Source: an optimization exercise on an open RTL-to-GDS flow (aim: small area, a short achievable clock period and few clock cycles per item). Production flows keep margins and buffers that such runs may drop. At most, simulation tests tie the RTL to the original design; equivalence was not proved. The RTL of runs 1, 2 and 4 was laid out without a check of its function.

File: flow/config.mk
export PLATFORM = sky130hd
export DESIGN_NAME = target_track_hysteresis_filter
export DESIGN_NICKNAME = target_track_hysteresis_filter
export VERILOG_FILES = /design/flow/design.v
export SDC_FILE = /design/flow/constraint.sdc
export NUM_CORES = 4
export LEC_CHECK = 0
export CAP_MARGIN = 20
export CORE_MARGIN = 2
export CORE_UTILIZATION = 40
export SLEW_MARGIN = 20
File: flow/constraint.sdc
create_clock -name core_clock -period 8.0 [get_ports {i_clk}]
set_input_delay 1.6000 -clock core_clock [delete_from_list [all_inputs] [get_ports {i_clk}]]
set_output_delay 1.6000 -clock core_clock [all_outputs]
set_load 0.01 [all_outputs]
File: flow/design.v
package tthf_pkg;
    localparam int RUN_COUNT_MAX = 255;
    localparam int RUN_W         = 8;
    localparam int SWC_W         = 8;
    localparam int POS_W  = 16;
    localparam int ID_W   = 16;
    localparam int THR_W  = 16;
    localparam int MAG_W  = POS_W;               
    localparam int ACC_W  = 2 * MAG_W + 2;       
    localparam int ROOT_W = ACC_W / 2;
    localparam int REM_W  = ROOT_W + 2;
    localparam logic [1:0] CFG_FAST_SWITCH = 2'd0;
    localparam logic [1:0] CFG_SLOW_SWITCH = 2'd1;
    localparam logic [1:0] CFG_STABLE_THR  = 2'd2;
    localparam logic [SWC_W-1:0] FAST_SWITCH_RST = 8'd2;
    localparam logic [SWC_W-1:0] SLOW_SWITCH_RST = 8'd4;
    localparam logic [THR_W-1:0] STABLE_THR_RST  = 16'd100;
    localparam logic [1:0] MODE_NONE   = 2'd0;
    localparam logic [1:0] MODE_SINGLE = 2'd1;
    localparam logic [1:0] MODE_MULTI  = 2'd2;
endpackage
import tthf_pkg::*;
module target_track_hysteresis_filter
(
    input  logic                    i_clk,
    input  logic                    i_rst_n,
    input  logic                    i_in_valid,
    output logic                    o_in_ready,
    input  logic                    i_box_present,
    input  logic [ID_W-1:0]         i_box_id,
    input  logic signed [POS_W-1:0] i_pos_x,
    input  logic signed [POS_W-1:0] i_pos_y,
    input  logic signed [POS_W-1:0] i_pos_z,
    input  logic                    i_frame_last,
    output logic                    o_out_valid,
    input  logic                    i_out_ready,
    output logic [1:0]              o_target_mode,
    output logic [ID_W-1:0]         o_target_id,
    output logic signed [POS_W-1:0] o_target_x,
    output logic signed [POS_W-1:0] o_target_y,
    output logic signed [POS_W-1:0] o_target_z,
    output logic                    o_position_stable,
    input  logic                    i_cfg_valid,
    output logic                    o_cfg_ready,
    input  logic [1:0]              i_cfg_index,
    input  logic [THR_W-1:0]        i_cfg_data
);
    localparam logic [1:0] PH_SQ   = 2'd0;
    localparam logic [1:0] PH_COR  = 2'd1;
    localparam logic [1:0] PH_ROOT = 2'd2;
    localparam logic [1:0] PH_DONE = 2'd3;
    logic [SWC_W-1:0]    r_fast;
    logic [SWC_W-1:0]    r_slow;
    logic [THR_W-1:0]    r_thr;
    logic [1:0]          r_mode, n_mode;
    logic [RUN_W-1:0]    r_run_none, n_run_none;
    logic [RUN_W-1:0]    r_run_single, n_run_single;
    logic [RUN_W-1:0]    r_run_multi, n_run_multi;
    logic [ID_W-1:0]     r_trk_id;
    logic [3*POS_W-1:0]  r_e0, r_e1;
    logic [1:0]          r_fill;               
    logic [ID_W-1:0]     r_cand_id;
    logic [3*POS_W-1:0]  r_cand_pos;
    logic [1:0]          r_cnt;                
    logic                r_prev;               
    logic                r_pend;               
    logic                r_ov;
    logic                r_stable;
    logic                r_busy;
    logic [1:0]          r_ph;
    logic [4:0]          r_idx;
    logic [3:0]          r_top;
    logic                r_half;               
    logic [2:0][MAG_W-1:0] r_ex, r_fx;         
    logic [2:0]          r_es, r_fs;
    logic [ACC_W-1:0]    r_s;
    logic [REM_W-1:0]    r_r;
    logic [ROOT_W-1:0]   r_q;
    logic [ROOT_W-1:0]   r_qa;                 
    logic w_commit_ok, w_commit, w_acc, w_take;
    assign w_take      = r_ov && i_out_ready;
    assign w_commit_ok = (!r_ov || i_out_ready) && !r_busy;
    assign w_commit    = r_pend && w_commit_ok;
    assign o_in_ready  = !r_pend || w_commit_ok;
    assign o_cfg_ready = 1'b1;
    assign w_acc       = i_in_valid && o_in_ready;
    logic [2:0][MAG_W-1:0] w_xm, w_xo;         
    logic [2:0]          w_sm, w_so;           
    always_comb begin
        for (int k = 0; k < 3; k++) begin
            logic [POS_W:0] dm, dn;
            dm = {r_cand_pos[k*POS_W + POS_W-1], r_cand_pos[k*POS_W +: POS_W]} -
                 {r_e0[k*POS_W + POS_W-1], r_e0[k*POS_W +: POS_W]};
            dn = {r_cand_pos[k*POS_W + POS_W-1], r_cand_pos[k*POS_W +: POS_W]} -
                 {r_e1[k*POS_W + POS_W-1], r_e1[k*POS_W +: POS_W]};
            w_sm[k] = dm[POS_W];
            w_xm[k] = dm[POS_W-1:0] ^ {POS_W{dm[POS_W]}};
            w_so[k] = dn[POS_W];
            w_xo[k] = dn[POS_W-1:0] ^ {POS_W{dn[POS_W]}};
        end
    end
    logic [MAG_W-1:0]    w_mxm, w_mxo;
    logic [THR_W:0]      w_c;                  
    logic                w_full, w_zero, w_sure0, w_sure1, w_amb;
    always_comb begin
        logic g01, g02, g12;
        g01 = (w_xm[0] >= w_xm[1]);
        g02 = (w_xm[0] >= w_xm[2]);
        g12 = (w_xm[1] >= w_xm[2]);
        w_mxm = (g01 && g02) ? w_xm[0] : ((!g01 && g12) ? w_xm[1] : w_xm[2]);
        g01 = (w_xo[0] >= w_xo[1]);
        g02 = (w_xo[0] >= w_xo[2]);
        g12 = (w_xo[1] >= w_xo[2]);
        w_mxo = (g01 && g02) ? w_xo[0] : ((!g01 && g12) ? w_xo[1] : w_xo[2]);
    end
    localparam int TW = 22;
    function automatic logic [2*TW-1:0] csa(input logic [TW-1:0] a, input logic [TW-1:0] b,
                                            input logic [TW-1:0] c);
        logic [TW-1:0] cy;
        cy = (a & b) | (a & c) | (b & c);
        csa = {cy[TW-2:0], 1'b0, a ^ b ^ c};
    endfunction
    logic [TW-1:0] w_p0, w_p1, w_p2, w_p3, w_p4, w_p5, w_pp, w_pq;
    logic [TW-1:0] w_sv, w_nc, w_nc2;
    logic [TW-1:0] w_u0, w_u1, w_u2, w_u3, w_u4, w_u5, w_u6, w_u7;
    logic [TW-1:0] w_l0, w_l1, w_m0, w_m1;
    logic [TW-1:0] w_sum0, w_sum1, w_sum2;
    assign w_c   = {r_thr, 1'b0};
    assign w_nc  = ~(TW'(w_c));                           
    assign w_nc2 = ~(TW'({w_c, 1'b0}));                   
    assign {w_p1, w_p0} = csa(TW'(w_xm[0]), TW'(w_xm[1]), TW'(w_xm[2]));
    assign {w_p3, w_p2} = csa(TW'(w_xo[0]), TW'(w_xo[1]), TW'(w_xo[2]));
    assign {w_p5, w_p4} = csa(w_p0, w_p1, w_p2);
    assign {w_pq, w_pp} = csa(w_p4, w_p5, w_p3);
    assign w_sv  = TW'(w_sm[0]) + TW'(w_sm[1]) + TW'(w_sm[2]) + TW'(w_so[0]) + TW'(w_so[1]) +
                   TW'(w_so[2]) + TW'(3);
    assign {w_u1, w_u0} = csa(w_pp, w_pq, TW'(w_mxm));
    assign {w_u3, w_u2} = csa(TW'(w_mxo), w_nc2, w_sv);
    assign {w_u5, w_u4} = csa(w_u0, w_u1, w_u2);
    assign {w_u7, w_u6} = csa(w_u4, w_u5, w_u3);
    assign {w_l1, w_l0} = csa(w_pp, w_pq, w_nc2 - TW'(3));
    assign {w_m1, w_m0} = csa(TW'(w_mxm), TW'(w_mxo), w_nc);
    assign w_sum0 = w_m0 + w_m1 + TW'(1);
    assign w_sum1 = w_l0 + w_l1;
    assign w_sum2 = w_u6 + w_u7;
    assign w_full  = (r_fill == 2'd2);
    assign w_zero  = !(|{w_xm, w_xo, w_sm, w_so});
    assign w_sure0 = !w_full || w_zero || !w_sum0[TW-1] || !w_sum1[TW-1];
    assign w_sure1 = w_sum2[TW-1];
    assign w_amb   = !w_sure0 && !w_sure1;
    logic [MAG_W-1:0]    w_or;
    logic [3:0]          w_msb;
    assign w_or = w_xm[0] | w_xm[1] | w_xm[2] | w_xo[0] | w_xo[1] | w_xo[2];
    always_comb begin
        w_msb = '0;
        for (int b = 0; b < MAG_W; b++) begin
            if (w_or[b]) w_msb = 4'(b);
        end
    end
    logic [ACC_W-1:0]    w_s_n;
    logic [REM_W-1:0]    w_r_n;
    logic [ROOT_W-1:0]   w_q_n;
    always_comb begin
        logic [MAG_W:0] op0, op1, op2;
        if (r_ph == PH_COR) begin
            op0 = r_es[0] ? {r_ex[0], 1'b1} : '0;
            op1 = r_es[1] ? {r_ex[1], 1'b1} : '0;
            op2 = r_es[2] ? {r_ex[2], 1'b1} : '0;
            w_s_n = r_s + ACC_W'(op0) + ACC_W'(op1) + ACC_W'(op2);
        end else begin
            op0 = r_ex[0][r_idx[3:0]] ? {1'b0, r_ex[0]} : '0;
            op1 = r_ex[1][r_idx[3:0]] ? {1'b0, r_ex[1]} : '0;
            op2 = r_ex[2][r_idx[3:0]] ? {1'b0, r_ex[2]} : '0;
            w_s_n = {r_s[ACC_W-2:0], 1'b0} + ACC_W'(op0) + ACC_W'(op1) + ACC_W'(op2);
        end
    end
    always_comb begin
        logic [1:0]       pr;
        logic [REM_W+2:0] d;
        pr = 2'(r_s >> {r_idx, 1'b0});
        d  = {1'b0, r_r, pr} - {2'b00, r_q, 2'b01};
        if (!d[REM_W+2]) begin
            w_r_n = REM_W'(d);
            w_q_n = {r_q[ROOT_W-2:0], 1'b1};
        end else begin
            w_r_n = {r_r[REM_W-3:0], pr};
            w_q_n = {r_q[ROOT_W-2:0], 1'b0};
        end
    end
    logic signed [ROOT_W+2:0] w_tq;
    assign w_tq = $signed({2'b00, r_q}) + $signed({2'b00, r_qa}) - $signed({1'b0, w_c});
    always_comb begin
        n_run_none   = '0;
        n_run_single = '0;
        n_run_multi  = '0;
        case (r_cnt)
            2'd0: n_run_none = (r_run_none == 8'(RUN_COUNT_MAX)) ? r_run_none : r_run_none + 1'b1;
            2'd1: n_run_single = (r_run_single == 8'(RUN_COUNT_MAX)) ? r_run_single : r_run_single + 1'b1;
            default: n_run_multi = (r_run_multi == 8'(RUN_COUNT_MAX)) ? r_run_multi : r_run_multi + 1'b1;
        endcase
        n_mode = r_mode;
        case (r_mode)
            MODE_NONE: begin
                if (n_run_single >= r_fast)     n_mode = MODE_SINGLE;
                else if (n_run_multi >= r_fast) n_mode = MODE_MULTI;
            end
            MODE_SINGLE: begin
                if (n_run_none >= r_slow)       n_mode = MODE_NONE;
                else if (n_run_multi >= r_slow) n_mode = MODE_MULTI;
            end
            default: begin
                if (n_run_single >= r_slow)     n_mode = MODE_SINGLE;
                else if (n_run_none >= r_slow)  n_mode = MODE_NONE;
            end
        endcase
    end
    logic [ID_W-1:0]     w_base_trk;
    logic [1:0]          w_base_cnt;
    logic                w_base_prev;
    logic                w_take_item, w_match;
    assign w_base_trk  = (r_pend && r_cnt != 2'd0) ? r_cand_id : r_trk_id;
    assign w_base_cnt  = r_pend ? 2'd0 : r_cnt;
    assign w_base_prev = r_pend ? 1'b0 : r_prev;
    assign w_match     = (i_box_id == w_base_trk);
    assign w_take_item = i_box_present && !w_base_prev &&
                         (w_match || w_base_cnt == 2'd0 || i_box_id < r_cand_id);
    always_ff @(posedge i_clk) begin
        if (!i_rst_n) begin
            r_fast       <= FAST_SWITCH_RST;
            r_slow       <= SLOW_SWITCH_RST;
            r_thr        <= STABLE_THR_RST;
            r_mode       <= MODE_NONE;
            r_run_none   <= '0;
            r_run_single <= '0;
            r_run_multi  <= '0;
            r_trk_id     <= '0;
            r_e0         <= '0;
            r_cand_pos   <= '0;
            r_fill       <= '0;
            r_cnt        <= '0;
            r_prev       <= 1'b0;
            r_pend       <= 1'b0;
            r_ov         <= 1'b0;
            r_busy       <= 1'b0;
        end else begin
            if (i_cfg_valid) begin
                case (i_cfg_index)
                    CFG_FAST_SWITCH: r_fast <= i_cfg_data[SWC_W-1:0];
                    CFG_SLOW_SWITCH: r_slow <= i_cfg_data[SWC_W-1:0];
                    CFG_STABLE_THR:  r_thr  <= i_cfg_data;
                    default: ;
                endcase
            end
            if (w_take) r_ov <= 1'b0;
            if (w_commit) begin
                r_mode       <= n_mode;
                r_run_none   <= n_run_none;
                r_run_single <= n_run_single;
                r_run_multi  <= n_run_multi;
                if (r_cnt != 2'd0) begin
                    r_trk_id <= r_cand_id;
                    r_e0     <= r_cand_pos;
                end
                r_fill <= (r_fill == 2'd2) ? 2'd2 : r_fill + 2'd1;
                r_pend <= 1'b0;
                r_cnt  <= 2'd0;
                r_prev <= 1'b0;
                if (w_amb) begin
                    r_busy <= 1'b1;
                end else begin
                    r_ov <= 1'b1;
                end
            end
            if (w_acc && w_take_item) begin
                r_cand_pos <= {i_pos_x, i_pos_y, i_pos_z};
            end
            if (w_acc) begin
                if (i_box_present) begin
                    r_cnt <= (w_base_cnt == 2'd2) ? 2'd2 : w_base_cnt + 2'd1;
                    if (w_take_item && w_match) r_prev <= 1'b1;
                end
                if (i_frame_last) r_pend <= 1'b1;
            end
            if (r_busy && r_ph == PH_DONE) begin
                r_busy <= 1'b0;
                r_ov   <= 1'b1;
            end
        end
    end
    always_ff @(posedge i_clk) begin
        if (w_commit) begin
            r_e1     <= r_e0;
            r_ex     <= w_xo;
            r_es     <= w_so;
            r_fx     <= w_xm;
            r_fs     <= w_sm;
            r_stable <= !w_sure0;
            r_ph     <= PH_SQ;
            r_half   <= 1'b0;
            r_idx    <= {1'b0, w_msb};
            r_top    <= w_msb;
            r_s      <= '0;
        end
        if (w_acc && w_take_item) begin
            r_cand_id  <= i_box_id;
        end
        if (r_busy) begin
            case (r_ph)
                PH_SQ: begin
                    r_s <= w_s_n;
                    if (r_idx == 5'd0) r_ph <= PH_COR;
                    else r_idx <= r_idx - 5'd1;
                end
                PH_COR: begin
                    r_s   <= w_s_n;
                    r_ph  <= PH_ROOT;
                    r_idx <= {1'b0, r_top} + 5'd1;
                    r_r   <= '0;
                    r_q   <= '0;
                end
                PH_ROOT: begin
                    r_r <= w_r_n;
                    r_q <= w_q_n;
                    if (r_idx == 5'd0) begin
                        if (r_half) begin
                            r_ph <= PH_DONE;
                        end else begin
                            r_ph   <= PH_SQ;
                            r_half <= 1'b1;
                            r_idx  <= {1'b0, r_top};
                            r_s    <= '0;
                            r_qa   <= w_q_n;
                            r_ex   <= r_fx;
                            r_es   <= r_fs;
                        end
                    end else begin
                        r_idx <= r_idx - 5'd1;
                    end
                end
                default: begin
                    r_stable <= (|{r_q, r_qa}) && w_tq[ROOT_W+2];
                end
            endcase
        end
    end
    assign o_out_valid       = r_ov;
    assign o_target_mode     = r_mode;
    assign o_target_id       = r_trk_id;
    assign o_target_x        = r_e0[3*POS_W-1:2*POS_W];
    assign o_target_y        = r_e0[2*POS_W-1:POS_W];
    assign o_target_z        = r_e0[POS_W-1:0];
    assign o_position_stable = r_stable;
endmodule
File: flow/run.sh
#!/bin/bash
# synth_recipe.tcl (not shown) runs the flow's synth.tcl, then flattens the netlist and writes it again
# the make line also repeats each setting of config.mk as NAME=value (left out here)
make -C /OpenROAD-flow-scripts/flow DESIGN_CONFIG=/design/flow/config.mk WORK_HOME=/design/flow/orfs CLKGATE_MAP_FILE= SYNTH_SCRIPT=/design/flow/synth_recipe.tcl finish
==> impl_metrics.yaml, run 1 <==
final_layout:
  fillers: 9143
  area_delta_synth_final_pct: 29.63
  nNetsFinal: 6105
  diodes: 0
  layout-drive-gt1-share_pct: 21.25
  post-route-util_pct: 52.24
  multi_input_area_sq_mm: 0.02827
  ff_latch_area_sq_mm: 0.01062
  final_cells: 6658
timing:
  tns_ns: -0.09810
  final_max_slew_viol_count: 0
  fin_ws_ns: -0.05491
  slew-limit-headroom_pct: 27.31
  post-route-min-period_ns: 8.055
  fin_skew_ns: 0.02714
  setup_violations: 2
  tightest_slew_ns: 1.077
  fmax_ghz: 0.1241
  fin_crit_sh_pct: 100.7
  hold_viol_final: 0
  whs_ns: 0.4410
  grt_setup_unrepaired: "yes"
yosys:
  synthMuxAreaShare_pct: 5.039
  ys_ff_latch: 444
  synthTopCellsByCount: "515 x inv_1, 489 x nand2_1, 481 x ha_1, 272 x dfxtp_1, 230 x nor2_1"
  synthXorXnorAreaFrac_pct: 5.877
  yosysTopAreaCell: "ha_1"
  ys_types: 103
  syn-num-nets: 5231
  synth_most_common_cell: "inv_1"
  synth_adder_area_share_pct: 25.91
  synth.area.top_cells: "ha_1 15%, dfxtp_1 14%, edfxtp_1 13%, fa_1 11%, inv_1 4.8%"
  ys_seq_area_share_pct: 26.33
  synth_top_family_by_area: "adder cells"
  yosys.area.top_type_share_pct: 14.93
  netlist_area_sq_mm: 0.04030
  synth_enable_flop_cells: 172
  synthSimpleGateAreaFrac_pct: 14.66
  syn_inst: 4441
  synth_compound_area_share_pct: 15.83
  synthArstFlopShare_pct: 0
  synthFlopType: "dfxtp_1"
  synth.avg_cell_area_sq_um: 9.075
  ys.warnings.count: 1
critical_path:
  cpMaxStageDelayCell: "fa_1"
  critPathArrivalTime_ns: 8.58
  start_kind: "flip-flop"
  rr_worst_depth: 37
  cp_slowest_stage_delay_ns: 0.53
  crit_required_ns: 8.52
  cp_num_cells: 37
  crit_path_end_kind: "flip-flop"
  worstSetupPathType: "flip-flop to flip-flop"
  crit_fanout: 10
  reg2reg_slack_ns: -0.05
  path_delay_family: "compound AO/OA/AOI/OAI gates"
  path_buf_inv: 6
detailed_routing:
  wl_met3_um: 6805
  firstDrtPassIters: 7
  ant_nets: 0
  drt-initial-drc-count: 2368
  wl_met2_um: 58540
  top_layer_used: "met4"
  drt_drc_violations_left: 0
  viasPerCell: 5.241
  vias: 34890
  wire_per_inst_um: 19.49
  routed_wirelength_um: 129800
  wl_met1_um: 60810
global_route:
  grt_overflow_total: 0
  first_global_vias: 34390
  grt_max_degree: 110
  grt_pass1_wl_um: 201200
  track_usage_pct: 24.96
  antenna_found_initial: 1
placed_design:
  routabilityCongestion: 0.9830
  placedCellCount: 6521
  dp_hpwl_um: 104700
  io_buffers: 157
floorplanning:
  rows: 116
  die_w_um: 321.4
  start_util_pct: 40.30
  die_h_um: 321.4
  core-area_sq_mm: 0.1000
  io_pins: 159
  die_area_sq_mm: 0.1033
clock_tree:
  cts-root-buf: "clkbuf_16"
  clockBufferDepth: 3
  path_clk_slew_ns: 0.06
  cts_tree: "done"
  h-tree-depth: 2
  cts_made_buffers: 55
  clk_latency_ns: 0.65
  cts.sinks: 444
status:
  status: "failed layout checks"
  so_faults: "negative setup slack"
worst_hold_path:
  holdPathStages: 2
  hold_path.class: "flip-flop to flip-flop"
run:
  cap_violations: 0
==> flip-flops by register name, indices dropped and copies added (netlist names), 16 cells and up <==
name	cells
r_cand_pos	48
r_e1	48
r_q	17
r_thr	16
r_fx	48
r_cand_id	16
r_e0	48
r_qa	17
r_s	34
r_r	19
r_trk_id	16
r_ex	48
==> final cells by class <==
class                           count  share of cell area (%)
Inverter                          521                   3.779
Clock buffer                       66                   2.850
Sequential cell                   444                   20.32
Timing Repair Buffer              961                   15.06
Clock inverter                     36                  0.7616
Multi-Input combinational cell   3332                   54.11
Tap cell                         1298                   3.109
==> metal layers <==
layer	up-vias	global-route usage (%)
met5	-	0
met1	16850	35.04
li1	17010	-
met4	0	7.020
met2	859	40.18
met3	173	3.249
==> logic make-up after synthesis <==
kind of cell,after synthesis
AND/OR/NAND/NOR,1241
AO/OA/AOI/OAI,964
adder cells (fa/ha/maj),703
buffers and inverters,665
flip-flops,444
XOR/XNOR,254
multiplexers,169
other,1
==> cells in the final DEF, fill, tap and decap left out, drive strengths merged, types with 16 or more instances in the layout <==
cell type and count:
nor4 37, nand4 37, nand3 56, dfxtp 272, o21bai 26, fa 220, buf 804, a21oi 218
a21o 80, mux2i 136, and2 88, ha 481, clkdlybuf4s50 156, nor3 61, xor2 70, mux4 25
nor2 230, o221ai 16, o21ai 216, o21a 42, nand2 489, clkinv 21, nand2b 47, a31oi 30
o31ai 17, a21boi 123, inv 525, o211ai 24, a211oi 29, or3 17, xnor2 176, clkbuf 66
nor2b 107, edfxtp 172
==> path summary, 6_finish.rpt <==
check	to	from
max	r_ov	r_cand_pos[16]
min	r_ex[9]	r_fx[9]
max reg2reg	r_ov	r_cand_pos[16]
min reg2reg	r_ex[9]	r_fx[9]
==> timing repair <==
| item | 4_1_cts | 5_1_grt |
|---|---|---|
| setup endpoints to repair | 3 | 3 |
| resized for setup | 118 | 100 |
| cloned | 0 | 0 |
| setup buffers | 23 | 18 |
| hold buffers | 0 | 0 |
| pin swaps | 72 | 91 |
==> worst register-to-register path, delay by kind of cell (launching register included) <==
| family | cells | cell delay (ns) |
|---|---|---|
| compound gates | 17 | 3.42 |
| mux | 1 | 0.31 |
| xor+xnor | 1 | 0.19 |
| fa+ha+maj | 5 | 1.45 |
| buf+inv | 6 | 0.65 |
| simple gates | 7 | 1.61 |
| flops | 1 | 0.33 |
==> through the flow <==
| step | setup WS, ns | instance area, sq um |
|---|---|---|
| finish | -0.05491 | 52240 |
| global route | -0.4279 | 52240 |
| CTS | -0.1222 | 51630 |
| detailed placement | -0.7475 | 48990 |
| global placement | -0.6132 | 48990 |
| floorplan | 0.03228 | 40470 |
==> run 2: changes to the inputs <==
--- a/flow/design.v
+++ b/flow/design.v
@@ -51,2 +51,3 @@
     localparam logic [1:0] PH_DONE = 2'd3;
+    localparam int TW = 22;
     logic [SWC_W-1:0]    r_fast;
@@ -63,2 +64,4 @@
     logic [3*POS_W-1:0]  r_cand_pos;
+    logic [2:0][MAG_W-1:0] r_cm, r_co;         
+    logic [2:0]          r_cms, r_cos;         
     logic [1:0]          r_cnt;                
@@ -70,7 +73,6 @@
     logic [1:0]          r_ph;
+    logic                r_half;               
     logic [4:0]          r_idx;
     logic [3:0]          r_top;
-    logic                r_half;               
-    logic [2:0][MAG_W-1:0] r_ex, r_fx;         
-    logic [2:0]          r_es, r_fs;
+    logic                r_rf;                 
     logic [ACC_W-1:0]    r_s;
@@ -81,9 +83,24 @@
     assign w_take      = r_ov && i_out_ready;
-    assign w_commit_ok = (!r_ov || i_out_ready) && !r_busy;
+    assign w_commit_ok = (!r_ov || i_out_ready) && !r_busy && !r_rf;
     assign w_commit    = r_pend && w_commit_ok;
-    assign o_in_ready  = !r_pend || w_commit_ok;
+    assign o_in_ready  = !r_busy && !r_rf && (!r_pend || !r_ov || i_out_ready);
     assign o_cfg_ready = 1'b1;
     assign w_acc       = i_in_valid && o_in_ready;
-    logic [2:0][MAG_W-1:0] w_xm, w_xo;         
-    logic [2:0]          w_sm, w_so;           
+    logic [ID_W-1:0]     w_base_trk;
+    logic [1:0]          w_base_cnt;
+    logic                w_base_prev;
+    logic                w_take_item, w_match;
+    logic [3*POS_W-1:0]  w_h0, w_h1;           
+    logic [3*POS_W-1:0]  w_in_pos;
+    logic [2:0][MAG_W-1:0] w_im, w_io;
+    logic [2:0]          w_ims, w_ios;
+    assign w_base_trk  = (r_pend && r_cnt != 2'd0) ? r_cand_id : r_trk_id;
+    assign w_base_cnt  = r_pend ? 2'd0 : r_cnt;
+    assign w_base_prev = r_pend ? 1'b0 : r_prev;
+    assign w_match     = (i_box_id == w_base_trk);
+    assign w_take_item = i_box_present && !w_base_prev &&
+                         (w_match || w_base_cnt == 2'd0 || i_box_id < r_cand_id);
+    assign w_h0        = (r_pend && !r_rf) ? r_cand_pos : r_e0;
+    assign w_h1        = (r_pend && !r_rf) ? r_e0 : r_e1;
+    assign w_in_pos    = r_rf ? r_cand_pos : {i_pos_x, i_pos_y, i_pos_z};
     always_comb begin
@@ -91,27 +108,12 @@
             logic [POS_W:0] dm, dn;
-            dm = {r_cand_pos[k*POS_W + POS_W-1], r_cand_pos[k*POS_W +: POS_W]} -
-                 {r_e0[k*POS_W + POS_W-1], r_e0[k*POS_W +: POS_W]};
-            dn = {r_cand_pos[k*POS_W + POS_W-1], r_cand_pos[k*POS_W +: POS_W]} -
-                 {r_e1[k*POS_W + POS_W-1], r_e1[k*POS_W +: POS_W]};
-            w_sm[k] = dm[POS_W];
-            w_xm[k] = dm[POS_W-1:0] ^ {POS_W{dm[POS_W]}};
-            w_so[k] = dn[POS_W];
-            w_xo[k] = dn[POS_W-1:0] ^ {POS_W{dn[POS_W]}};
+            dm = {w_in_pos[k*POS_W + POS_W-1], w_in_pos[k*POS_W +: POS_W]} -
+                 {w_h0[k*POS_W + POS_W-1], w_h0[k*POS_W +: POS_W]};
+            dn = {w_in_pos[k*POS_W + POS_W-1], w_in_pos[k*POS_W +: POS_W]} -
+                 {w_h1[k*POS_W + POS_W-1], w_h1[k*POS_W +: POS_W]};
+            w_ims[k] = dm[POS_W];
+            w_im[k]  = dm[POS_W-1:0] ^ {POS_W{dm[POS_W]}};
+            w_ios[k] = dn[POS_W];
+            w_io[k]  = dn[POS_W-1:0] ^ {POS_W{dn[POS_W]}};
         end
     end
-    logic [MAG_W-1:0]    w_mxm, w_mxo;
-    logic [THR_W:0]      w_c;                  
-    logic                w_full, w_zero, w_sure0, w_sure1, w_amb;
-    always_comb begin
-        logic g01, g02, g12;
-        g01 = (w_xm[0] >= w_xm[1]);
-        g02 = (w_xm[0] >= w_xm[2]);
-        g12 = (w_xm[1] >= w_xm[2]);
-        w_mxm = (g01 && g02) ? w_xm[0] : ((!g01 && g12) ? w_xm[1] : w_xm[2]);
-        g01 = (w_xo[0] >= w_xo[1]);
-        g02 = (w_xo[0] >= w_xo[2]);
-        g12 = (w_xo[1] >= w_xo[2]);
-        w_mxo = (g01 && g02) ? w_xo[0] : ((!g01 && g12) ? w_xo[1] : w_xo[2]);
-    end
-    localparam int TW = 22;
     function automatic logic [2*TW-1:0] csa(input logic [TW-1:0] a, input logic [TW-1:0] b,
@@ -119,5 +121,19 @@
         logic [TW-1:0] cy;
-        cy = (a & b) | (a & c) | (b & c);
+        cy  = (a & b) | (a & c) | (b & c);
         csa = {cy[TW-2:0], 1'b0, a ^ b ^ c};
     endfunction
+    logic [MAG_W-1:0]    w_mxm, w_mxo;         
+    logic [THR_W:0]      w_c;                  
+    logic                w_full, w_zero, w_sure0, w_sure1, w_amb;
+    always_comb begin
+        logic g01, g02, g12;
+        g01 = (r_cm[0] >= r_cm[1]);
+        g02 = (r_cm[0] >= r_cm[2]);
+        g12 = (r_cm[1] >= r_cm[2]);
+        w_mxm = (g01 && g02) ? r_cm[0] : ((!g01 && g12) ? r_cm[1] : r_cm[2]);
+        g01 = (r_co[0] >= r_co[1]);
+        g02 = (r_co[0] >= r_co[2]);
+        g12 = (r_co[1] >= r_co[2]);
+        w_mxo = (g01 && g02) ? r_co[0] : ((!g01 && g12) ? r_co[1] : r_co[2]);
+    end
     logic [TW-1:0] w_p0, w_p1, w_p2, w_p3, w_p4, w_p5, w_pp, w_pq;
@@ -130,8 +146,8 @@
     assign w_nc2 = ~(TW'({w_c, 1'b0}));                   
-    assign {w_p1, w_p0} = csa(TW'(w_xm[0]), TW'(w_xm[1]), TW'(w_xm[2]));
-    assign {w_p3, w_p2} = csa(TW'(w_xo[0]), TW'(w_xo[1]), TW'(w_xo[2]));
+    assign {w_p1, w_p0} = csa(TW'(r_cm[0]), TW'(r_cm[1]), TW'(r_cm[2]));
+    assign {w_p3, w_p2} = csa(TW'(r_co[0]), TW'(r_co[1]), TW'(r_co[2]));
     assign {w_p5, w_p4} = csa(w_p0, w_p1, w_p2);
     assign {w_pq, w_pp} = csa(w_p4, w_p5, w_p3);
-    assign w_sv  = TW'(w_sm[0]) + TW'(w_sm[1]) + TW'(w_sm[2]) + TW'(w_so[0]) + TW'(w_so[1]) +
-                   TW'(w_so[2]) + TW'(3);
+    assign w_sv  = TW'(r_cms[0]) + TW'(r_cms[1]) + TW'(r_cms[2]) + TW'(r_cos[0]) +
+                   TW'(r_cos[1]) + TW'(r_cos[2]) + TW'(3);
     assign {w_u1, w_u0} = csa(w_pp, w_pq, TW'(w_mxm));
@@ -146,3 +162,3 @@
     assign w_full  = (r_fill == 2'd2);
-    assign w_zero  = !(|{w_xm, w_xo, w_sm, w_so});
+    assign w_zero  = !(|{r_cm, r_co, r_cms, r_cos});
     assign w_sure0 = !w_full || w_zero || !w_sum0[TW-1] || !w_sum1[TW-1];
@@ -152,3 +168,3 @@
     logic [3:0]          w_msb;
-    assign w_or = w_xm[0] | w_xm[1] | w_xm[2] | w_xo[0] | w_xo[1] | w_xo[2];
+    assign w_or = r_cm[0] | r_cm[1] | r_cm[2] | r_co[0] | r_co[1] | r_co[2];
     always_comb begin
@@ -163,14 +179,16 @@
     always_comb begin
-        logic [MAG_W:0] op0, op1, op2;
+        logic [MAG_W:0]   op0, op1, op2;
+        logic [ACC_W-1:0] base;
         if (r_ph == PH_COR) begin
-            op0 = r_es[0] ? {r_ex[0], 1'b1} : '0;
-            op1 = r_es[1] ? {r_ex[1], 1'b1} : '0;
-            op2 = r_es[2] ? {r_ex[2], 1'b1} : '0;
-            w_s_n = r_s + ACC_W'(op0) + ACC_W'(op1) + ACC_W'(op2);
+            op0  = r_cos[0] ? {r_co[0], 1'b1} : '0;
+            op1  = r_cos[1] ? {r_co[1], 1'b1} : '0;
+            op2  = r_cos[2] ? {r_co[2], 1'b1} : '0;
+            base = r_s;
         end else begin
-            op0 = r_ex[0][r_idx[3:0]] ? {1'b0, r_ex[0]} : '0;
-            op1 = r_ex[1][r_idx[3:0]] ? {1'b0, r_ex[1]} : '0;
-            op2 = r_ex[2][r_idx[3:0]] ? {1'b0, r_ex[2]} : '0;
-            w_s_n = {r_s[ACC_W-2:0], 1'b0} + ACC_W'(op0) + ACC_W'(op1) + ACC_W'(op2);
+            op0  = r_co[0][r_idx[3:0]] ? {1'b0, r_co[0]} : '0;
+            op1  = r_co[1][r_idx[3:0]] ? {1'b0, r_co[1]} : '0;
+            op2  = r_co[2][r_idx[3:0]] ? {1'b0, r_co[2]} : '0;
+            base = {r_s[ACC_W-2:0], 1'b0};
         end
+        w_s_n = base + ACC_W'(op0) + ACC_W'(op1) + ACC_W'(op2);
     end
@@ -216,12 +234,2 @@
     end
-    logic [ID_W-1:0]     w_base_trk;
-    logic [1:0]          w_base_cnt;
-    logic                w_base_prev;
-    logic                w_take_item, w_match;
-    assign w_base_trk  = (r_pend && r_cnt != 2'd0) ? r_cand_id : r_trk_id;
-    assign w_base_cnt  = r_pend ? 2'd0 : r_cnt;
-    assign w_base_prev = r_pend ? 1'b0 : r_prev;
-    assign w_match     = (i_box_id == w_base_trk);
-    assign w_take_item = i_box_present && !w_base_prev &&
-                         (w_match || w_base_cnt == 2'd0 || i_box_id < r_cand_id);
     always_ff @(posedge i_clk) begin
@@ -244,2 +252,3 @@
             r_busy       <= 1'b0;
+            r_rf         <= 1'b0;
         end else begin
@@ -267,2 +276,6 @@
                 r_prev <= 1'b0;
+                if (!w_amb) begin
+                    r_cm  <= '0;
+                    r_cms <= '0;
+                end
                 if (w_amb) begin
@@ -274,4 +287,13 @@
             if (w_acc && w_take_item) begin
-                r_cand_pos <= {i_pos_x, i_pos_y, i_pos_z};
+                r_cand_pos <= w_in_pos;
+                if (!(w_commit && w_amb)) begin
+                    r_cm  <= w_im;
+                    r_cms <= w_ims;
+                end
+            end
+            if (r_rf) begin
+                r_cm  <= w_im;
+                r_cms <= w_ims;
             end
+            r_rf <= r_busy && r_ph == PH_DONE;
             if (w_acc) begin
@@ -292,6 +314,6 @@
             r_e1     <= r_e0;
-            r_ex     <= w_xo;
-            r_es     <= w_so;
-            r_fx     <= w_xm;
-            r_fs     <= w_sm;
+            if (!w_amb) begin
+                r_co  <= r_cm;
+                r_cos <= r_cms;
+            end
             r_stable <= !w_sure0;
@@ -304,3 +326,11 @@
         if (w_acc && w_take_item) begin
-            r_cand_id  <= i_box_id;
+            r_cand_id <= i_box_id;
+            if (!(w_commit && w_amb)) begin
+                r_co  <= w_io;
+                r_cos <= w_ios;
+            end
+        end
+        if (r_rf) begin
+            r_co  <= w_io;
+            r_cos <= w_ios;
         end
@@ -332,4 +362,4 @@
                             r_qa   <= w_q_n;
-                            r_ex   <= r_fx;
-                            r_es   <= r_fs;
+                            r_co   <= r_cm;
+                            r_cos  <= r_cms;
                         end
==> run 2 against run 1 <==
  * The run now finishes clean
  * Die area shrank 3.4%
  * First-iteration DRC count grew 5.9%
  * Area after synthesis shrank 3.5%
  * Sequential share of layout area grew 3.6 points
  * Register-to-register slack gained 0.48 ns
  * Maximum frequency grew 6.3%
  * Via count shrank 10%
  * Count of clock-buffer cells in the layout grew 17
  * Critical endpoint is now r_cm[47]
  * Largest cell class unchanged
==> impl_metrics.yaml, run 2 <==
critical_path:
  cp_slowest_stage_delay_ns: 0.54
  start_kind: "flip-flop"
  crit_required_ns: 8.40
  r2r-end: "r_cm[47]"
  cpMaxStageDelayCell: "fa_1"
  worstSetupPathType: "flip-flop to flip-flop"
  path_buf_inv: 7
  endpoint: "r_cm[47]"
  crit_start: "r_cm[0]"
  reg2reg_slack_ns: 0.42
  crit_fanout: 18
  crit_path_end_kind: "flip-flop"
  cp_num_cells: 32
  rr_worst_depth: 32
  path_delay_family: "compound AO/OA/AOI/OAI gates"
  timing.rr.start: "r_cm[0]"
  critPathArrivalTime_ns: 7.98
timing:
  hold_viol_final: 0
  slew-limit-headroom_pct: 26.20
  fin_skew_ns: 0.02930
  fin_ws_ns: 0.4218
  fmax_ghz: 0.1320
  post-route-min-period_ns: 7.578
  tightest_slew_ns: 1.107
  final_max_slew_viol_count: 0
  fin_crit_sh_pct: 94.73
  tns_ns: 0
  grt_setup_unrepaired: "no"
  setup_violations: 0
run:
  cap_violations: 0
yosys:
  yosys.area.top_type_share_pct: 14.05
  synth_enable_flop_cells: 172
  synth.area.top_cells: "dfxtp_1 14%, edfxtp_1 13%, ha_1 13%, fa_1 10%, mux2i_1 4.7%"
  syn-num-nets: 4851
  synthFlopType: "dfxtp_1"
  ys_seq_area_share_pct: 27.32
  yosysTopAreaCell: "dfxtp_1"
  ys.warnings.count: 1
  synth.avg_cell_area_sq_um: 9.343
  netlist_area_sq_mm: 0.03890
  synthTopCellsByCount: "451 x inv_1, 398 x ha_1, 375 x nand2_1, 273 x dfxtp_1, 200 x fa_1"
  synthArstFlopShare_pct: 0
  syn_inst: 4164
  ys_types: 92
  synth_most_common_cell: "inv_1"
  ys_ff_latch: 445
floorplanning:
  start_util_pct: 40.29
  die_h_um: 315.9
  io_pins: 159
  die_w_um: 315.9
  die_area_sq_mm: 0.09977
  core-area_sq_mm: 0.09657
  rows: 114
final_layout:
  layout-drive-gt1-share_pct: 9.050
  most-common-layout-cells: "451 x inv_1, 396 x ha_1, 374 x nand2_1, 272 x dfxtp_1, 200 x fa_1"
  final_common_cell: "inv_1"
  nNetsFinal: 5040
  diodes: 0
  area_delta_synth_final_pct: 14.45
global_route:
  grt_max_degree: 151
  track_usage_pct: 23.36
  grt_pass1_wl_um: 181100
  first_global_vias: 30320
  grt_overflow_total: 0
  antenna_found_initial: 3
placed_design:
  dp_hpwl_um: 92430
  io_buffers: 157
  routabilityCongestion: 1.003
  pre_cts_ws_ns: 0.2360
clock_tree:
  cts.sinks: 445
  clk_latency_ns: 0.65
  clockBufferDepth: 3
  cts-root-buf: "clkbuf_16"
  cts_tree: "done"
  h-tree-depth: 2
  cts_hold_buf: 0
  path_clk_slew_ns: 0.06
  cts_made_buffers: 54
detailed_routing:
  drt-initial-drc-count: 2508
  viasPerCell: 5.524
  ant_nets: 0
  firstDrtPassIters: 8
  wire_per_inst_um: 20.74
  routed_wirelength_um: 117700
  vias: 31350
  drt_drc_violations_left: 0
worst_hold_path:
  holdPathStages: 2
  hold_path.class: "flip-flop to flip-flop"
status:
  status: "complete, no violations"
run 2: changes by cell type in the layout (fill, tap and decap cells not counted), sizes merged, moves of 48 or more:
cell   before  now
a21oi     218  169
mux2        8   72
nor2      230  128
nand2     489  375
ha        481  398
mux2i     136  184
inv       525  454
a22oi       9   65
buf       804  154
run 2: layer usage:
layer	vias up	GRT usage, %	part of all wire (%)
li1	15150	-	-
met1	15150	32.81	46
met2	847	36.64	44
met3	194	3.903	6.3
met4	2	7.249	3.2
met5	-	0	0.029
run 2: final cells by class:
type	count	area, sq um
Tap cell	1276	1597
Timing Repair Buffer	310	2872
Clock buffer	83	1635
Multi-Input combinational cell	3090	25930
Fill cell	9290	52040
Inverter	452	1698
Clock inverter	18	161.4
Sequential cell	445	10630
run 2: stage by stage:
| step | util (%) | hold slack (ns) | cell area (sq um) | std cells |
|---|---|---|---|---|
| 3_5_place_dp | 44.18 | 0.4684 | 42670 | 5569 |
| 4_1_cts | 46.05 | 0.4770 | 44460 | 5670 |
| 2_1_floorplan | - | 0.4435 | 38900 | 4164 |
| 3_3_place_gp | 44.18 | 0.4542 | 42660 | 5569 |
| 6_report | 46.11 | 0.4753 | 44530 | 5674 |
| 5_1_grt | 46.11 | 0.5003 | 44530 | 5674 |
run 2: cells by family after synthesis:
group	Yosys count	synth area share, %
other cells	1	0.009639
xor+xnor	235	5.290
mux	277	8.034
fa+ha+maj	598	23.09
compound gates	966	17.21
flops	445	27.32
simple gates	1013	12.79
buf+inv	629	6.249
run 2: worst reg2reg max path, delay by kind of cell, from the launching register on:
family                     cells  cell delay, ns
AOI/OAI and AO/OA             14            2.97
buffers and inverters          7            1.14
adders and majority gates      5            2.08
DFF                            1            0.38
and+or+nand+nor                6            0.78
run 2: how the worst min path moves through the flow:
| stage | to | slack, ns | start |
|---|---|---|---|
| 2_1_floorplan | r_fill[0] | 0.44 | r_fill[0] |
| 3_3_place_gp | r_fill[0] | 0.45 | r_fill[0] |
| 3_5_place_dp | r_fill[0] | 0.47 | r_fill[0] |
| 4_1_cts | r_fill[0] | 0.48 | r_fill[0] |
| 5_1_grt | r_fill[0] | 0.50 | r_fill[0] |
| 6_report | r_fill[0] | 0.48 | r_fill[0] |
run 2: repair_timing:
item | in CTS | in global routing
resized for setup | 0 | 6
setup buffers | 0 | 4
hold endpoints to repair | 0 | 0
endpoints found under the setup margin | 0 | 101
==> run 3: changes to the inputs <==
--- a/flow/design.v
+++ b/flow/design.v
@@ -207,4 +207,4 @@
     end
-    logic signed [ROOT_W+2:0] w_tq;
-    assign w_tq = $signed({2'b00, r_q}) + $signed({2'b00, r_qa}) - $signed({1'b0, w_c});
+    logic [ROOT_W+2:0]   w_tq;                 
+    assign w_tq = {2'b00, r_q} + {2'b00, r_qa} - {1'b0, w_c};
     always_comb begin
==> run 3 against run 2 <==
  * Still clean on timing, DRC and antenna
  * Via count stayed put
  * Setup slack unchanged
  * Synthesized cell count did not move
  * Sequential share of layout area unchanged
  * Count of clock-buffer cells in the layout is the same
  * Critical path type unchanged
  * Largest cell class unchanged
==> impl_metrics.yaml, run 3 <==
yosys:
  syn-num-nets: 4851
  yosys.area.top_type_share_pct: 14.05
  ys_seq_area_share_pct: 27.32
  ys.warnings.count: 1
  synth_enable_flop_cells: 172
  synth.area.top_cells: "dfxtp_1 14%, edfxtp_1 13%, ha_1 13%, fa_1 10%, mux2i_1 4.7%"
  synthArstFlopShare_pct: 0
  synth.avg_cell_area_sq_um: 9.343
  netlist_area_sq_mm: 0.03890
  syn_inst: 4164
  ys_types: 92
  synthFlopType: "dfxtp_1"
  synth_most_common_cell: "inv_1"
  yosysTopAreaCell: "dfxtp_1"
  ys_ff_latch: 445
  synthTopCellsByCount: "451 x inv_1, 398 x ha_1, 375 x nand2_1, 273 x dfxtp_1, 200 x fa_1"
timing:
  fin_crit_sh_pct: 94.73
  grt_setup_unrepaired: "no"
  post-route-min-period_ns: 7.578
  fin_skew_ns: 0.02930
  tns_ns: 0
  whs_ns: 0.4753
  setup_violations: 0
  final_max_slew_viol_count: 0
  hold_viol_final: 0
  tightest_slew_ns: 1.107
  slew-limit-headroom_pct: 26.20
  fin_ws_ns: 0.4218
  fmax_ghz: 0.1320
global_route:
  grt_overflow_total: 0
  grt_max_degree: 151
  first_global_vias: 30320
  grt_pass1_wl_um: 181100
  track_usage_pct: 23.36
  antenna_found_initial: 3
final_layout:
  fillers: 9290
  final_common_cell: "inv_1"
  layout-drive-gt1-share_pct: 9.050
  most-common-layout-cells: "451 x inv_1, 396 x ha_1, 374 x nand2_1, 272 x dfxtp_1, 200 x fa_1"
  diodes: 0
  ff_latch_area_sq_mm: 0.01063
  area_delta_synth_final_pct: 14.45
  nNetsFinal: 5040
  multi_input_area_sq_mm: 0.02593
  post-route-util_pct: 46.11
clock_tree:
  h-tree-depth: 2
  path_clk_slew_ns: 0.06
  clk_latency_ns: 0.65
  clockBufferDepth: 3
  cts_tree: "done"
  cts.sinks: 445
  cts_hold_buf: 0
  cts-root-buf: "clkbuf_16"
  cts_made_buffers: 54
critical_path:
  crit_fanout: 18
  start_kind: "flip-flop"
  path_buf_inv: 7
  worstSetupPathType: "flip-flop to flip-flop"
  critPathArrivalTime_ns: 7.98
  cp_slowest_stage_delay_ns: 0.54
  cpMaxStageDelayCell: "fa_1"
  crit_path_end_kind: "flip-flop"
  path_delay_family: "compound AO/OA/AOI/OAI gates"
  crit_required_ns: 8.40
floorplanning:
  start_util_pct: 40.29
  io_pins: 159
  rows: 114
  core-area_sq_mm: 0.09657
  die_area_sq_mm: 0.09977
  die_w_um: 315.9
  die_h_um: 315.9
detailed_routing:
  firstDrtPassIters: 8
  ant_nets: 0
  wire_per_inst_um: 20.74
  drt_drc_violations_left: 0
  routed_wirelength_um: 117700
  vias: 31350
  viasPerCell: 5.524
  drt-initial-drc-count: 2508
status:
  status: "complete, no violations"
run:
  cap_violations: 0
placed_design:
  dp_hpwl_um: 92430
  io_buffers: 157
  routabilityCongestion: 1.003
  pre_cts_ws_ns: 0.2360
worst_hold_path:
  hold_path.class: "flip-flop to flip-flop"
run 3: kinds of logic (layout without fill, tap and decap cells):
kind of cell | Yosys count | in the layout | share of synthesized area [%]
XOR/XNOR | 235 | 235 | 5.290
other | 1 | 1 | 0.009639
buffers and inverters | 629 | 863 | 6.249
multiplexers | 277 | 277 | 8.034
AO/OA/AOI/OAI | 966 | 966 | 17.21
AND/OR/NAND/NOR | 1013 | 1013 | 12.79
flip-flops | 445 | 445 | 27.32
adder cells (fa/ha/maj) | 598 | 598 | 23.09
run 3: per-stage QoR:
stage	area, sq um	std cells
after global routing	44530	5674
after floorplan	38900	4164
after detailed placement	42670	5569
final	44530	5674
after global placement	42660	5569
after CTS	44460	5670
run 3: what timing repair did:
item                       4_1_cts  5_1_grt
setup buffers                    0        4
resized for setup                0        6
setup endpoints to repair        0      101
run 3: final timing paths:
path                            startpoint         to  slack [ns]  cells after the start
worst max-delay path               r_cm[0]   r_cm[47]        0.42                     32
worst min-delay path             r_fill[0]  r_fill[0]        0.48                      2
worst max register to register     r_cm[0]   r_cm[47]        0.42                     32
worst min register to register   r_fill[0]  r_fill[0]        0.48                      2
run 3: final cells by class:
cell class                      instances  area share [%]
Inverter                              452           3.813
Multi-Input combinational cell       3090           58.24
Sequential cell                       445           23.88
Tap cell                             1276           3.585
Clock buffer                           83           3.673
Clock inverter                         18          0.3625
Timing Repair Buffer                  310           6.449
run 3: layer usage:
layer,vias up,part of all wire [%],wire (um),track usage (%)
met5,-,0.029,34,0
met4,2,3.2,3752,7.249
met3,194,6.3,7434,3.903
met2,847,44,52280,36.64
met1,15150,46,54210,32.81
li1,15150,-,-,-
run 3: tightest hold or removal path, cell delays in order, from the launching register on:
cell and delay [ns]:
dfxtp_1 0.31, nand2_1 0.05, a21boi_0 0.06
Testbench counts of run 3, summed over its fixed seeds: cycles 8,894, frames 3,200.
==> run 4: changes to the inputs <==
--- a/flow/design.v
+++ b/flow/design.v
@@ -62,2 +62,6 @@
     logic [1:0]          r_fill;               
+    logic                r_iv;                 
+    logic                r_ip, r_il;           
+    logic [ID_W-1:0]     r_iid;
+    logic [3*POS_W-1:0]  r_ipos;
     logic [ID_W-1:0]     r_cand_id;
@@ -66,2 +70,3 @@
     logic [2:0]          r_cms, r_cos;         
+    logic [2:0]          r_gm, r_go;           
     logic [1:0]          r_cnt;                
@@ -85,5 +90,5 @@
     assign w_commit    = r_pend && w_commit_ok;
-    assign o_in_ready  = !r_busy && !r_rf && (!r_pend || !r_ov || i_out_ready);
+    assign w_acc       = r_iv && !r_busy && !r_rf && (!r_pend || !r_ov || i_out_ready);
+    assign o_in_ready  = !r_iv || w_acc;
     assign o_cfg_ready = 1'b1;
-    assign w_acc       = i_in_valid && o_in_ready;
     logic [ID_W-1:0]     w_base_trk;
@@ -99,8 +104,8 @@
     assign w_base_prev = r_pend ? 1'b0 : r_prev;
-    assign w_match     = (i_box_id == w_base_trk);
-    assign w_take_item = i_box_present && !w_base_prev &&
-                         (w_match || w_base_cnt == 2'd0 || i_box_id < r_cand_id);
+    assign w_match     = (r_iid == w_base_trk);
+    assign w_take_item = r_ip && !w_base_prev &&
+                         (w_match || w_base_cnt == 2'd0 || r_iid < r_cand_id);
     assign w_h0        = (r_pend && !r_rf) ? r_cand_pos : r_e0;
     assign w_h1        = (r_pend && !r_rf) ? r_e0 : r_e1;
-    assign w_in_pos    = r_rf ? r_cand_pos : {i_pos_x, i_pos_y, i_pos_z};
+    assign w_in_pos    = r_rf ? r_cand_pos : r_ipos;
     always_comb begin
@@ -118,2 +123,5 @@
     end
+    logic [2:0]          w_igm, w_igo;         
+    assign w_igm = {w_im[1] >= w_im[2], w_im[0] >= w_im[2], w_im[0] >= w_im[1]};
+    assign w_igo = {w_io[1] >= w_io[2], w_io[0] >= w_io[2], w_io[0] >= w_io[1]};
     function automatic logic [2*TW-1:0] csa(input logic [TW-1:0] a, input logic [TW-1:0] b,
@@ -128,11 +136,4 @@
     always_comb begin
-        logic g01, g02, g12;
-        g01 = (r_cm[0] >= r_cm[1]);
-        g02 = (r_cm[0] >= r_cm[2]);
-        g12 = (r_cm[1] >= r_cm[2]);
-        w_mxm = (g01 && g02) ? r_cm[0] : ((!g01 && g12) ? r_cm[1] : r_cm[2]);
-        g01 = (r_co[0] >= r_co[1]);
-        g02 = (r_co[0] >= r_co[2]);
-        g12 = (r_co[1] >= r_co[2]);
-        w_mxo = (g01 && g02) ? r_co[0] : ((!g01 && g12) ? r_co[1] : r_co[2]);
+        w_mxm = (r_gm[0] && r_gm[1]) ? r_cm[0] : ((!r_gm[0] && r_gm[2]) ? r_cm[1] : r_cm[2]);
+        w_mxo = (r_go[0] && r_go[1]) ? r_co[0] : ((!r_go[0] && r_go[2]) ? r_co[1] : r_co[2]);
     end
@@ -253,3 +254,9 @@
             r_rf         <= 1'b0;
+            r_iv         <= 1'b0;
         end else begin
+            if (i_in_valid && o_in_ready) begin
+                r_iv <= 1'b1;
+            end else if (w_acc) begin
+                r_iv <= 1'b0;
+            end
             if (i_cfg_valid) begin
@@ -279,2 +286,3 @@
                     r_cms <= '0;
+                    r_gm  <= 3'b111;
                 end
@@ -291,2 +299,3 @@
                     r_cms <= w_ims;
+                    r_gm  <= w_igm;
                 end
@@ -296,2 +305,3 @@
                 r_cms <= w_ims;
+                r_gm  <= w_igm;
             end
@@ -299,3 +309,3 @@
             if (w_acc) begin
-                if (i_box_present) begin
+                if (r_ip) begin
                     r_cnt <= (w_base_cnt == 2'd2) ? 2'd2 : w_base_cnt + 2'd1;
@@ -303,3 +313,3 @@
                 end
-                if (i_frame_last) r_pend <= 1'b1;
+                if (r_il) r_pend <= 1'b1;
             end
@@ -312,2 +322,8 @@
     always_ff @(posedge i_clk) begin
+        if (i_in_valid && o_in_ready) begin
+            r_ip   <= i_box_present;
+            r_il   <= i_frame_last;
+            r_iid  <= i_box_id;
+            r_ipos <= {i_pos_x, i_pos_y, i_pos_z};
+        end
         if (w_commit) begin
@@ -317,2 +333,3 @@
                 r_cos <= r_cms;
+                r_go  <= r_gm;
             end
@@ -326,3 +343,3 @@
         if (w_acc && w_take_item) begin
-            r_cand_id <= i_box_id;
+            r_cand_id <= r_iid;
             if (!(w_commit && w_amb)) begin
@@ -330,2 +347,3 @@
                 r_cos <= w_ios;
+                r_go  <= w_igo;
             end
@@ -335,2 +353,3 @@
             r_cos <= w_ios;
+            r_go  <= w_igo;
         end
--- a/flow/config.mk
+++ b/flow/config.mk
@@ -9,3 +9,4 @@
 export CORE_MARGIN = 2
-export CORE_UTILIZATION = 40
+export CORE_UTILIZATION = 55
+export SETUP_SLACK_MARGIN = 2.0
 export SLEW_MARGIN = 20
==> run 4 against run 3 <==
  * Cell area increased by 5.8%
  * Flip-flop and latch count rose by 73
  * Cell count shrank 3.3%
  * Critical path depth fell by 10
  * Utilization up 18 points
  * Routed wire length up 7.9%
  * Global-route usage rose by 9.3 points
  * Maximum frequency is 21% higher
  * Critical path type unchanged
==> impl_metrics.yaml, run 4 <==
detailed_routing:
  vias: 33220
  ant_nets: 0
  firstDrtPassIters: 7
  drt-initial-drc-count: 3584
  drt_drc_violations_left: 0
  viasPerCell: 6.052
  routed_wirelength_um: 127000
  wire_per_inst_um: 23.14
critical_path:
  crit_start: "r_cm[33]"
  crit_fanout: 7
  critPathArrivalTime_ns: 6.65
  cp_slowest_stage_delay_ns: 0.58
  worstSetupPathType: "flip-flop to flip-flop"
  crit_required_ns: 8.38
  crit_top_cell: "fa_1"
  reg2reg_slack_ns: 1.74
  start_kind: "flip-flop"
  cpMaxStageDelayCell: "edfxtp_1"
  path_cells: "fa_1 > inv_1 > fa_1 > fa_2 > inv_2 > fa_1 > inv_1 > fa_1 > inv_1 > fa_2 > ha_1 > nand2_1 > o211ai_1 > o2111ai_1 > a32oi_2 > buf_4 > nand3_4 > a21o_4 > buf_12 > buf_16 > nand2_1 > nand2_1"
  timing.rr.start: "r_cm[33]"
  crit_path_end_kind: "flip-flop"
yosys:
  synthXorXnorAreaFrac_pct: 4.894
  syn-num-nets: 4943
  synth_top_family_by_area: "adder cells"
  ys_seq_area_share_pct: 31.46
  ys_types: 94
  synth_adder_area_share_pct: 22.14
  synth.avg_cell_area_sq_um: 9.545
  yosysTopAreaCell: "edfxtp_1"
  yosys.area.top_type_share_pct: 17.81
  ys.warnings.count: 1
  synthTopCellsByCount: "432 x inv_1, 398 x ha_1, 354 x nand2_1, 286 x a21oi_1, 277 x dfxtp_1"
  syn_inst: 4256
  synth_most_common_cell: "inv_1"
  synth_compound_area_share_pct: 15.74
  synthFlopType: "dfxtp_1"
  synth_enable_flop_cells: 241
  synthMuxAreaShare_pct: 8.026
  netlist_area_sq_mm: 0.04063
  ys_ff_latch: 518
  synthSimpleGateAreaFrac_pct: 11.87
  synthArstFlopShare_pct: 0
  synth.area.top_cells: "edfxtp_1 18%, dfxtp_1 14%, ha_1 12%, fa_1 9.9%, mux2i_1 4.8%"
final_layout:
  diodes: 0
  final_common_cell: "inv_1"
  most-common-layout-cells: "429 x inv_1, 396 x ha_1, 353 x nand2_1, 273 x a21oi_1, 268 x dfxtp_1"
  finalInstanceArea_sq_mm: 0.04712
  layout-drive-gt1-share_pct: 11.43
  post-route-util_pct: 64.47
  multi_input_area_sq_mm: 0.02607
  fillers: 6196
  nNetsFinal: 5168
  area_delta_synth_final_pct: 15.98
  ff_latch_area_sq_mm: 0.01280
timing:
  fin_crit_sh_pct: 78.31
  hold_viol_final: 0
  post-route-min-period_ns: 6.265
  setup_violations: 0
  tightest_slew_ns: 1.353
  fin_skew_ns: 0.04964
  slew-limit-headroom_pct: 9.593
  fmax_ghz: 0.1596
  whs_ns: 0.4613
  tns_ns: 0
  final_max_slew_viol_count: 0
  grt_setup_unrepaired: "yes"
floorplanning:
  die_w_um: 275.8
  die_h_um: 275.8
  core-area_sq_mm: 0.07308
  start_util_pct: 55.59
  die_area_sq_mm: 0.07605
  io_pins: 159
  rows: 99
status:
  status: "complete, no violations"
global_route:
  track_usage_pct: 32.67
  antenna_found_initial: 2
  first_global_vias: 31010
  grt_max_degree: 90
  grt_pass1_wl_um: 189000
  grt_overflow_total: 0
clock_tree:
  path_clk_slew_ns: 0.06
  cts_tree: "done"
  clk_latency_ns: 0.67
  cts-root-buf: "clkbuf_16"
  h-tree-depth: 2
  cts_made_buffers: 58
  clockBufferDepth: 3
  cts.sinks: 518
  cts_hold_buf: 0
placed_design:
  dp_hpwl_um: 92300
  io_buffers: 157
  routabilityCongestion: 0.9857
  placed_area_sq_mm: 0.04341
worst_hold_path:
  hold_path.class: "flip-flop to flip-flop"
  worstHoldStart: "r_fill[0]"
run:
  cap_violations: 0
[run 4: cell types whose count changed in the layout (fill, tap and decap cells not counted), sizes merged, moves of 18 or more]
cell / before / now
nor2b: 96 / 46
a222oi: 26 / 0
o21ai: 200 / 222
xnor2: 151 / 130
a21oi: 169 / 287
and2: 46 / 15
and3: 20 / 43
edfxtp: 172 / 241
nand2: 375 / 356
a21boi: 108 / 6
a22oi: 65 / 83
a22o: 10 / 34
nor2: 128 / 253
[run 4: path summary, 6_finish.rpt]
path	end	depth (start not counted)
setup / recovery	r_cm[13]	22
hold / removal	r_fill[0]	2
setup reg to reg	r_cm[13]	22
hold reg to reg	r_fill[0]	2
[run 4: cells by family (layout without fill, tap and decap cells)]
family	Yosys count	after routing
muxes	289	289
buffers and inverters	607	877
AOI/OAI and AO/OA	989	990
xor gates and xnor gates	227	227
and+or+nand+nor	1026	1029
DFF	518	518
other	1	1
adders and majority gates	599	599
[run 4: final cells by class]
cell class,count,area share (%)
inverters,435,3.479
well taps,959,2.547
clock buffers,75,3.415
repair buffers,333,7.385
clock inverters,34,0.6957
multi-input cells,3135,55.32
flip-flops and latches,518,27.16
[run 4: worst max-delay path, delay by kind of cell (launching register included)]
family | cells | cell delay, ns
buffers and inverters | 7 | 0.71
adders and majority gates | 7 | 3.15
and+or+nand+nor | 4 | 0.40
AOI/OAI and AO/OA | 4 | 1.11
DFF | 1 | 0.58
[run 4: layer usage]
layer  share of wire, %  track usage (%)  routed length (um)
met3                9.5            7.299               12080
met2                 42            47.99               53290
met5              0.010                0                  13
met4                4.1            11.35                5232
met1                 44            47.34               56380
[run 4: what timing repair did]
action	4_1_cts	5_1_grt
gates cloned	14	10
resized for setup	131	70
buffers inserted	41	24
pin swaps	52	9
endpoints found under the setup margin	122	123
[run 4: stage by stage]
| step | setup WS, ns | cells |
|---|---|---|
| after detailed placement | 1.280 | 5291 |
| final | 1.735 | 5489 |
| after floorplan | 2.009 | 4256 |
| after global placement | 1.320 | 5291 |
| after global routing | 1.651 | 5489 |
| after CTS | 1.822 | 5455 |

afterwards: timing with drivers on the ports:
Ports are ideal in the flow. The routed layouts listed here were re-timed in OpenROAD.
Step 1, drivers: a clkbuf_16 drives i_clk and a buf_2 each remaining input, both assumed.
Step 2 times the ports against the registers' clock, not the clock port: input delays grow and output delays shrink by t, the midpoint of the rising clock arrivals with the driver on.
Slacks: no drivers / after step 1 / after step 2; pairs: no drivers / after step 1.
| run | t, ns | slack for setup (ns) | latest minus earliest clock arrival (ns) |
|---|---|---|---|
| run 1 | 0.703 | -0.055 / -0.055 / -0.055 | 0.031 / 0.032 |
| run 2 | 0.714 | 0.422 / 0.422 / 0.422 | 0.029 / 0.030 |
| run 3 | 0.714 | 0.422 / 0.422 / 0.422 | 0.029 / 0.030 |
| run 4 | 0.716 | 1.735 / 1.735 / 1.735 | 0.050 / 0.050 |
